From an optimization exercise on the open Yosys and OpenROAD flow, aimed at small area, a short achievable clock period and few clock cycles per item; shortcuts taken in it are not production practice.
Function was checked by simulation only, so behaviour that the tests miss may differ from the original.

## xtea3_block_cipher_unit
module xtea3_block_cipher_unit (
  input  wire logic        clk_i,
  input  wire logic        rst_ni,
  input  wire logic        cfg_valid_i,
  output logic             cfg_ready_o,
  input  wire logic [2:0]  cfg_index_i,
  input  wire logic [63:0] cfg_data_i,
  input  wire logic        start,
  output logic             busy,
  input  wire logic        cmd_i,
  input  wire logic [31:0] in_word0_i,
  input  wire logic [31:0] in_word1_i,
  input  wire logic [31:0] in_word2_i,
  input  wire logic [31:0] in_word3_i,
  output logic             done_o,
  output logic [31:0]      out_word0_o,
  output logic [31:0]      out_word1_o,
  output logic [31:0]      out_word2_o,
  output logic [31:0]      out_word3_o
);
export LEC_CHECK = 0
export CAP_MARGIN = 30
export CORE_MARGIN = 2
export CORE_UTILIZATION = 45
export CTS_CLUSTER_DIAMETER = 120
export CTS_CLUSTER_SIZE = 22
export PLACE_DENSITY = 0.6
export SLEW_MARGIN = 30
create_clock -name core_clock -period 10.5 [get_ports {clk_i}]
standard.sh (not shown) runs the stock make flow with config.mk's settings and CLKGATE_MAP_FILE= SYNTH_SCRIPT=/design/flow/synth_recipe.tcl, a recipe that flattens the netlist after the stock synthesis.
==> flow/flow/run.sh <==
#!/bin/bash
set -euo pipefail
bash standard.sh SETUP_SLACK_MARGIN=7 finish > standard_make.log 2>&1
Testbench counts at the start, summed over its fixed seeds: cycles 86,024, blocks 960.
Rerun with:
==> flow/flow/run.sh (replaced) <==
#!/bin/bash
set -euo pipefail
bash standard.sh SETUP_SLACK_MARGIN=7 "BUFFER_PORTS_ARGS=-buffer_cell sky130_fd_sc_hd__buf_2" finish > standard_make.log 2>&1
Settings changed: CAP_MARGIN 30 to 15, SLEW_MARGIN 30 to 15.
- critical path depth fell by 1
- register-to-register slack is better by 0.03 ns
- count of clock-buffer cells in the layout decreases by 4
Rerun with:
Settings changed: CAP_MARGIN 15 to 30, SLEW_MARGIN 15 to 30.
=> Cell area goes down by 0.59%. Final cell count is about the same. Fmax hardly moves. Wire length goes down by 0.51%. Synthesized area does not change. Worst setup slack is better by 0.011 ns. Critical path depth goes down by 9. Count of clock-buffer cells in the layout goes up by 3.


job 838:
xtea3_block_cipher_unit, a different RTL version from the one above (not shown whole).
Size in the first run: roughly 6900 cells after synthesis, roughly 1000 flip-flops, ~330 I/O pins, ~0.060 mm2 of cells after synthesis.
// xtea3_block_cipher_unit
module xtea3_block_cipher_unit (
  input  wire logic        clk_i,
  input  wire logic        rst_ni,
  input  wire logic        cfg_valid_i,
  output logic             cfg_ready_o,
  input  wire logic [2:0]  cfg_index_i,
  input  wire logic [63:0] cfg_data_i,
  input  wire logic        start,
  output logic             busy,
  input  wire logic        cmd_i,
  input  wire logic [31:0] in_word0_i,
  input  wire logic [31:0] in_word1_i,
  input  wire logic [31:0] in_word2_i,
  input  wire logic [31:0] in_word3_i,
  output logic             done_o,
  output logic [31:0]      out_word0_o,
  output logic [31:0]      out_word1_o,
  output logic [31:0]      out_word2_o,
  output logic [31:0]      out_word3_o
);
clock: 10.5 ns
lec_check: 0
cap_margin: 30
core_margin: 2
core_utilization: 45
cts_cluster_diameter: 120
cts_cluster_size: 22
place_density: 0.6
setup_slack_margin: 5
slew_margin: 30
run.sh (not shown) runs the stock make flow with config.mk's settings and CLKGATE_MAP_FILE= SYNTH_SCRIPT=/design/flow/synth_recipe.tcl, a recipe that flattens the netlist after the stock synthesis.
Stock flow here: none of the scripts above is used.
Job 838: done, clean on timing, DRC and antenna
Testbench counts of job 838, summed over its fixed seeds: cycles 86,024, blocks 960.
Here is what was changed in the inputs of job 9582 compared with job 838.
- SETUP_SLACK_MARGIN: 5 -> unset
- SLEW_MARGIN: 30 -> 15
- CAP_MARGIN: 30 -> 15
==> flow/flow/run.sh (new file) <==
#!/bin/bash
set -euo pipefail
bash standard.sh SETUP_SLACK_MARGIN=6.9 "BUFFER_PORTS_ARGS=-buffer_cell sky130_fd_sc_hd__buf_2" finish > standard_make.log 2>&1
==> flow/standard.sh (new file) <==
#!/bin/bash
# synth_recipe.tcl (not shown) runs the flow's synth.tcl, then flattens the netlist and writes it again
# the make line also repeats each setting of config.mk as NAME=value (left out here)
make -C /OpenROAD-flow-scripts/flow DESIGN_CONFIG=/design/flow/config.mk WORK_HOME=/design/flow/orfs CLKGATE_MAP_FILE= SYNTH_SCRIPT=/design/flow/synth_recipe.tcl "${@:-finish}"
removed: flow/run.sh
### Flow results
Job 9582 has routed metal-1 wire length above what job 838 had.
Of job 9582 and job 838, it is job 9582 that has the higher number of vias after detailed routing.
Headroom to the max-slew limit: job 9582 > job 838
Remaining number of nets flagged by the antenna check after routing came out exactly the same in job 9582 and job 838.
[compare] base=job 838 new=job 9582: worst setup slack before clock tree synthesis rose 0.20 ns, routed wire length went up about 2.5%, global-route usage saw an increase, final worst setup slack increased by 1.46 ns relative to the old numbers.
Edits applied to the flow inputs when going from job 9582 to job 9936:
- a change of SLEW_MARGIN from 15 to 30
- a change of CAP_MARGIN from 15 to 30
Findings:
- Job 9936 did not stop at any stage, and its layout met the timing, DRC and antenna checks.
- Compared job 9936 against job 9582; final standard cell utilization of the core within noise.
- Startpoint of the worst setup timing path = a_sely_l[0]: job 9936; startpoint of the worst setup timing path = a_selx_l[0]: job 9582
- When the final numbers for job 9936 and job 9582 were put side by side, the transition time of the tightest slew-check pin turned out to be greater in job 9582.
- Area growth from synthesis to layout across job 9936 and job 9582: no real change.
- When job 9936 is set beside job 9582, its worst slew margin relative to its limit turns out to be 2.6 points larger.
- Any difference in global-route wire length before repair between job 9936 and job 9582 is small enough to ignore.
- Area occupied by registers essentially unchanged between job 9582 and job 9936.
- Of job 9936 and job 9582, the lower amount of wire on met2 after detailed routing belongs to job 9582.
The inputs of job 1060 differ from those of job 9936 as listed below.
==> flow/flow/run.sh <==
#!/bin/bash
set -euo pipefail
bash standard.sh SETUP_SLACK_MARGIN=7 "BUFFER_PORTS_ARGS=-buffer_cell sky130_fd_sc_hd__buf_2" finish > standard_make.log 2>&1
==> comparison <==
Every run (job 9936 and job 1060) finished clean.
Compare job 9936 and job 1060 | half-perimeter wire length after detailed placement higher: job 1060
Comparing job 9936 and job 1060, the lower wire length of the first global-routing pass is on job 9936.
[compare] base=job 9936 new=job 1060: minimum hold slack fell by 0.014 ns.
Cmp job 9936 and job 1060 / maximum number of pins on one net before global-route repair / lower: job 9936
Where minimum period implied by the final worst setup slack is concerned, job 9936 is outperformed by job 1060.


Setup of old:
xtea3_block_cipher_unit, a different RTL version from the one above (not shown whole).
Size in the first run: about 6700 cells after synthesis, ~1200 flip-flops, ~330 I/O pins, about 62000 µm² of cells after synthesis.
// xtea3_block_cipher_unit
module xtea3_block_cipher_unit (
  input  wire logic        clk_i,
  input  wire logic        rst_ni,
  input  wire logic        cfg_valid_i,
  output logic             cfg_ready_o,
  input  wire logic [2:0]  cfg_index_i,
  input  wire logic [63:0] cfg_data_i,
  input  wire logic        start,
  output logic             busy,
  input  wire logic        cmd_i,
  input  wire logic [31:0] in_word0_i,
  input  wire logic [31:0] in_word1_i,
  input  wire logic [31:0] in_word2_i,
  input  wire logic [31:0] in_word3_i,
  output logic             done_o,
  output logic [31:0]      out_word0_o,
  output logic [31:0]      out_word1_o,
  output logic [31:0]      out_word2_o,
  output logic [31:0]      out_word3_o
);
==> flow/config.mk <==
export PLATFORM = sky130hd
export DESIGN_NAME = xtea3_block_cipher_unit
export DESIGN_NICKNAME = xtea3_block_cipher_unit
export VERILOG_FILES = /design/flow/design.v
export SDC_FILE = /design/flow/constraint.sdc
export NUM_CORES = 4
export LEC_CHECK = 0
export CAP_MARGIN = 15
export CORE_MARGIN = 2
export CORE_UTILIZATION = 45
export PLACE_DENSITY = 0.6
export SLEW_MARGIN = 15
==> flow/constraint.sdc <==
create_clock -name core_clock -period 10.5 [get_ports {clk_i}]
set_input_delay 2.1000 -clock core_clock [delete_from_list [all_inputs] [get_ports {clk_i}]]
set_output_delay 2.1000 -clock core_clock [all_outputs]
set_load 0.01 [all_outputs]
standard.sh (not shown) runs the stock make flow with config.mk's settings and CLKGATE_MAP_FILE= SYNTH_SCRIPT=/design/flow/synth_recipe.tcl, a recipe that flattens the netlist after the stock synthesis.
==> flow/flow/run.sh <==
#!/bin/bash
set -euo pipefail
bash standard.sh SETUP_SLACK_MARGIN=6.8 finish > standard_make.log 2>&1
old went all the way through the flow, and no timing, DRC or antenna check failed.
Testbench counts of old, summed over its fixed seeds: cycles 86,024, blocks 960.
#### Input delta (new over old)
- SLEW_MARGIN: 15 -> 30
- CAP_MARGIN: 15 -> 30
==> flow/flow/run.sh <==
#!/bin/bash
set -euo pipefail
bash standard.sh SETUP_SLACK_MARGIN=7 finish > standard_make.log 2>&1
## What came out
old → new: insertion delay of the later-clocked pin in the worst-skew pair barely changed.

port drivers added, routing unchanged:
In the flow no input, the clock included, has a driving cell. The finished layouts below were timed again as built, in two steps.
Step 1 (the two cells are an assumption about what drives the block):
set clk [get_ports {clk_i}]
set_driving_cell -lib_cell sky130_fd_sc_hd__clkbuf_16 $clk
set_driving_cell -lib_cell sky130_fd_sc_hd__buf_2 [delete_from_list [all_inputs] $clk]
Step 2, shift: input delay + t, output delay - t, t = (earliest + latest rising clock arrival at the registers) / 2. This alone moves slack from input paths to output paths.
Three values: ideal, step 1, step 2; two values: the first two.
| run | t, ns | slack for setup (ns) | latest minus earliest clock arrival (ns) |
|---|---|---|---|
| the first run of note 1 | 0.782 | 6.901 / 6.901 / 6.317 | 0.059 / 0.058 |
| the second run of note 1 | 0.784 | 6.926 / 6.913 / 6.225 | 0.045 / 0.045 |
| the third run of note 1 | 0.784 | 6.937 / 6.921 / 6.202 | 0.041 / 0.041 |
| job 838 | 0.795 | 5.411 / 5.411 / 5.411 | 0.036 / 0.035 |
| job 9582 | 0.796 | 6.868 / 6.795 / 6.202 | 0.031 / 0.032 |
| job 9936 | 0.786 | 6.886 / 6.812 / 6.158 | 0.049 / 0.049 |
| job 1060 | 0.789 | 6.952 / 6.914 / 6.235 | 0.050 / 0.050 |
| old | 0.853 | 6.778 / 6.778 / 6.093 | 0.037 / 0.037 |
| new | 0.849 | 6.846 / 6.846 / 6.151 | 0.031 / 0.031 |
After both steps setup and hold are still met in every run listed. For the third run of note 1, which loses most, drivers alone change the setup slack by -0.016 ns; drivers and shift together by -0.735 ns.
